Context: an optimization exercise on an open-source flow, tuned for small area and a short achievable clock period. The choices shown serve that exercise and are no tape-out recipe.
Function was checked by simulation only, so behaviour that the tests miss may differ from the original.

==> inputs of trial 85 <==
==> flow/design.v (excerpt) <==
module tlp_frag_top (
    input  logic                   clk,
    input  logic                   arst,
    input  logic                   fifo_empty,
    input  frag_pkg::entry_t       fifo_rd_data,
    input  frag_pkg::dw_count_t    fifo_rd_dw,
    input  logic                   fifo_rd_last,
    input  logic                   halt,
    output logic                   fifo_rd_en,
    output logic                   tlp_valid,
    output logic                   tlp_sop,
    output logic                   tlp_eop,
    output frag_pkg::entry_t       tlp_data,
    output frag_pkg::valid_bytes_t tlp_valid_bytes,
    output frag_pkg::dll_length_t  tlp_length
);
Settings: LEC_CHECK=0, CAP_MARGIN=20, CORE_MARGIN=2, CORE_UTILIZATION=40, SLEW_MARGIN=20; clock period 16.0 ns.
standard.sh (not shown) runs the stock make flow with config.mk's settings and CLKGATE_MAP_FILE= SYNTH_SCRIPT=/design/flow/synth_recipe.tcl, a recipe that flattens the netlist after the stock synthesis.
==> flow/flow/run.sh <==
#!/bin/bash
# The standard layout (standard.sh), with three changes:
#  - synthesis maps with the ABC script in flow/mine.abc instead of ORFS's
#    speed script (the rest of the synthesis is the standard flow's own script);
#  - port buffers are buf_2 cells;
#  - timing repair aims for SETUP_SLACK_MARGIN ns of setup slack.
# Each tool's log is under orfs/logs/; make's whole output is in flow_make.log.
set -euo pipefail
W=$PWD
MARGIN=${MARGIN:-9}
sed -e "s#^  log_cmd abc {\*}\$abc_args#  set abc_args [lreplace \$abc_args 1 1 $W/flow/mine.abc]\n  log_cmd abc {*}\$abc_args#" \
    "$FLOW_HOME/scripts/synth.tcl" > "$W/synth_mine.tcl"
grep -q "flow/mine.abc" "$W/synth_mine.tcl"
sed -e "s#source \$::env(SCRIPTS_DIR)/synth.tcl#source $W/synth_mine.tcl#" synth_recipe.tcl > "$W/synth_recipe_mine.tcl"
grep -q "synth_mine.tcl" "$W/synth_recipe_mine.tcl"
sed -e "s#SYNTH_SCRIPT=[^ ]*#SYNTH_SCRIPT=$W/synth_recipe_mine.tcl#" standard.sh > "$W/standard_mine.sh"
grep -q "synth_recipe_mine.tcl" "$W/standard_mine.sh"
bash "$W/standard_mine.sh" "BUFFER_PORTS_ARGS=-buffer_cell sky130_fd_sc_hd__buf_2" \
    "SETUP_SLACK_MARGIN=$MARGIN" finish > "$W/flow_make.log" 2>&1
==> flow/flow/mine.abc <==
&get -n
&dch -f
&nf -R 1000
&put
buffer -c
topo
stime -c
upsize -c
dnsize -c
==> trial 12 (differences from trial 85) <==
--- a/flow/flow/run.sh
+++ b/flow/flow/run.sh
@@ -4,3 +4,3 @@
 #    speed script (the rest of the synthesis is the standard flow's own script);
-#  - port buffers are buf_2 cells;
+#  - port buffers are buf_1 cells;
 #  - timing repair aims for SETUP_SLACK_MARGIN ns of setup slack.
@@ -17,3 +17,3 @@
 grep -q "synth_recipe_mine.tcl" "$W/standard_mine.sh"
-bash "$W/standard_mine.sh" "BUFFER_PORTS_ARGS=-buffer_cell sky130_fd_sc_hd__buf_2" \
+bash "$W/standard_mine.sh" "BUFFER_PORTS_ARGS=-buffer_cell sky130_fd_sc_hd__buf_1" \
     "SETUP_SLACK_MARGIN=$MARGIN" finish > "$W/flow_make.log" 2>&1
==> summary of the runs <==
Trial 12 finished clean. Trial 85 produced a clean layout.
Synthesized cell count is the same in trial 12 and trial 85.
Clock-buffer cell count: trial 12 is higher than trial 85 (3).
Synthesized area is the same in trial 85 and trial 12.
Of trial 12 and trial 85, trial 12 has the higher clock skew (gap 7.7 ps).

========
==> inputs of sierra <==
tlp_frag_top, a different RTL version from the one above (not shown whole).
// tlp_frag_top
module tlp_frag_top (
    input  logic                   clk,
    input  logic                   arst,
    input  logic                   fifo_empty,
    input  frag_pkg::entry_t       fifo_rd_data,
    input  frag_pkg::dw_count_t    fifo_rd_dw,
    input  logic                   fifo_rd_last,
    input  logic                   halt,
    output logic                   fifo_rd_en,
    output logic                   tlp_valid,
    output logic                   tlp_sop,
    output logic                   tlp_eop,
    output frag_pkg::entry_t       tlp_data,
    output frag_pkg::valid_bytes_t tlp_valid_bytes,
    output frag_pkg::dll_length_t  tlp_length
);
    logic rd_q;       
    logic open_q;     
    logic tail_q;     
    logic td_q;       
    frag_pkg::dword_t crc_qn;   
    logic [1:0] vdw_q;
    frag_pkg::dword_t d [4];
    always_comb begin
        for (int i = 0; i < 4; i++) d[i] = fifo_rd_data[(4-i)*32-1 -: 32];
    end
    logic is_first, td_cur, last, need_tail, put_ecrc;
    frag_pkg::dll_length_t len_calc;
    assign is_first  = rd_q && !open_q;
    assign td_cur    = open_q ? td_q : d[0][frag_pkg::HDR_TD_BIT];
    assign last      = rd_q && fifo_rd_last;
  ...
Settings: LEC_CHECK=0, CAP_MARGIN=20, CORE_MARGIN=2, CORE_UTILIZATION=40, CTS_BUF_LIST=sky130_fd_sc_hd__clkbuf_8, SLEW_MARGIN=20, SYNTH_HIERARCHICAL=1; clock period 16.0 ns.
==> flow/flow/run.sh <==
#!/bin/bash
# The standard layout (standard.sh), with three changes:
#  - synthesis maps with the ABC script in flow/mine.abc instead of ORFS's
#    speed script (the rest of the synthesis is the standard flow's own script);
#  - port buffers are buf_1 cells;
#  - timing repair aims for SETUP_SLACK_MARGIN ns of setup slack.
# Each tool's log is under orfs/logs/; make's whole output is in flow_make.log.
set -euo pipefail
W=$PWD
MARGIN=${MARGIN:-9}
sed -e "s#^  log_cmd abc {\*}\$abc_args#  set abc_args [lreplace \$abc_args 1 1 $W/flow/mine.abc]\n  log_cmd abc {*}\$abc_args#" \
    "$FLOW_HOME/scripts/synth.tcl" > "$W/synth_mine.tcl"
grep -q "flow/mine.abc" "$W/synth_mine.tcl"
sed -e "s#source \$::env(SCRIPTS_DIR)/synth.tcl#source $W/synth_mine.tcl#" synth_recipe.tcl > "$W/synth_recipe_mine.tcl"
grep -q "synth_mine.tcl" "$W/synth_recipe_mine.tcl"
sed -e "s#SYNTH_SCRIPT=[^ ]*#SYNTH_SCRIPT=$W/synth_recipe_mine.tcl#" standard.sh > "$W/standard_mine.sh"
grep -q "synth_recipe_mine.tcl" "$W/standard_mine.sh"
bash "$W/standard_mine.sh" "BUFFER_PORTS_ARGS=-buffer_cell sky130_fd_sc_hd__buf_1" \
    "SETUP_SLACK_MARGIN=$MARGIN" finish > "$W/flow_make.log" 2>&1
Scripts as last shown in full above: flow/flow/mine.abc
==> inputs of violet, as changes to sierra <==
Settings changed: CTS_BUF_LIST sky130_fd_sc_hd__clkbuf_8 to not set.
==> results.txt <==
Run status: sierra timing/DRC/antenna clean; violet timing/DRC/antenna clean
Met2 Routed Length: sierra 36000 um; violet 36500 um
Met2 Resource Use GR: sierra 0.641; violet 0.645
Number of buffers other than clock buffers in the final layout: sierra 316; violet 318
Root cell of the clock tree: sierra sky130_fd_sc_hd__clkbuf_8; violet sky130_fd_sc_hd__clkbuf_16
Worst setup startpoint: sierra fifo_rd_data[111]; violet fifo_rd_dw[1]
Multi-input combinational cell area: sierra 0.0116 mm^2; violet 0.0117 mm^2
Clock edge transition at the registers on the reported setup and hold paths: sierra 0.09 ns; violet 0.08 ns
Setup skew after layout: sierra 0.0226 ns; violet 0.0176 ns
GRT Resource Usage Total: sierra 0.401; violet 0.400
Clock Network Area Fraction: sierra 0.0217; violet 0.0317

-- afterwards: timing with drivers on the ports --
The flow's constraints put no driver on any port. The routed layouts listed below were extracted and timed again, unchanged, in two steps. Step 1 (the two cells are an assumption about what drives the block):
set clk [get_ports {clk}]
set_driving_cell -lib_cell sky130_fd_sc_hd__clkbuf_16 $clk
set_driving_cell -lib_cell sky130_fd_sc_hd__buf_2 [delete_from_list [all_inputs] $clk]
Step 2, shift: input delay + t, output delay - t, t = (earliest + latest rising clock arrival at the registers) / 2. This alone moves slack from input paths to output paths. Slacks: no drivers / after step 1 / after step 2; pairs: no drivers / after step 1.
run	t, ns	slack for setup (ns)	hold WS [ns]
trial 85	0.512	8.868 / 8.885 / 8.375	0.453 / 0.453 / 0.453
trial 12	0.516	8.897 / 8.842 / 8.434	0.451 / 0.451 / 0.451
sierra	0.550	8.939 / 8.883 / 8.410	0.488 / 0.488 / 0.488
violet	0.501	8.914 / 8.900 / 8.399	0.482 / 0.482 / 0.482
After both steps every run listed still meets setup and hold. For sierra, which loses most, drivers alone change the setup slack by -0.056 ns; drivers and shift together by -0.529 ns.
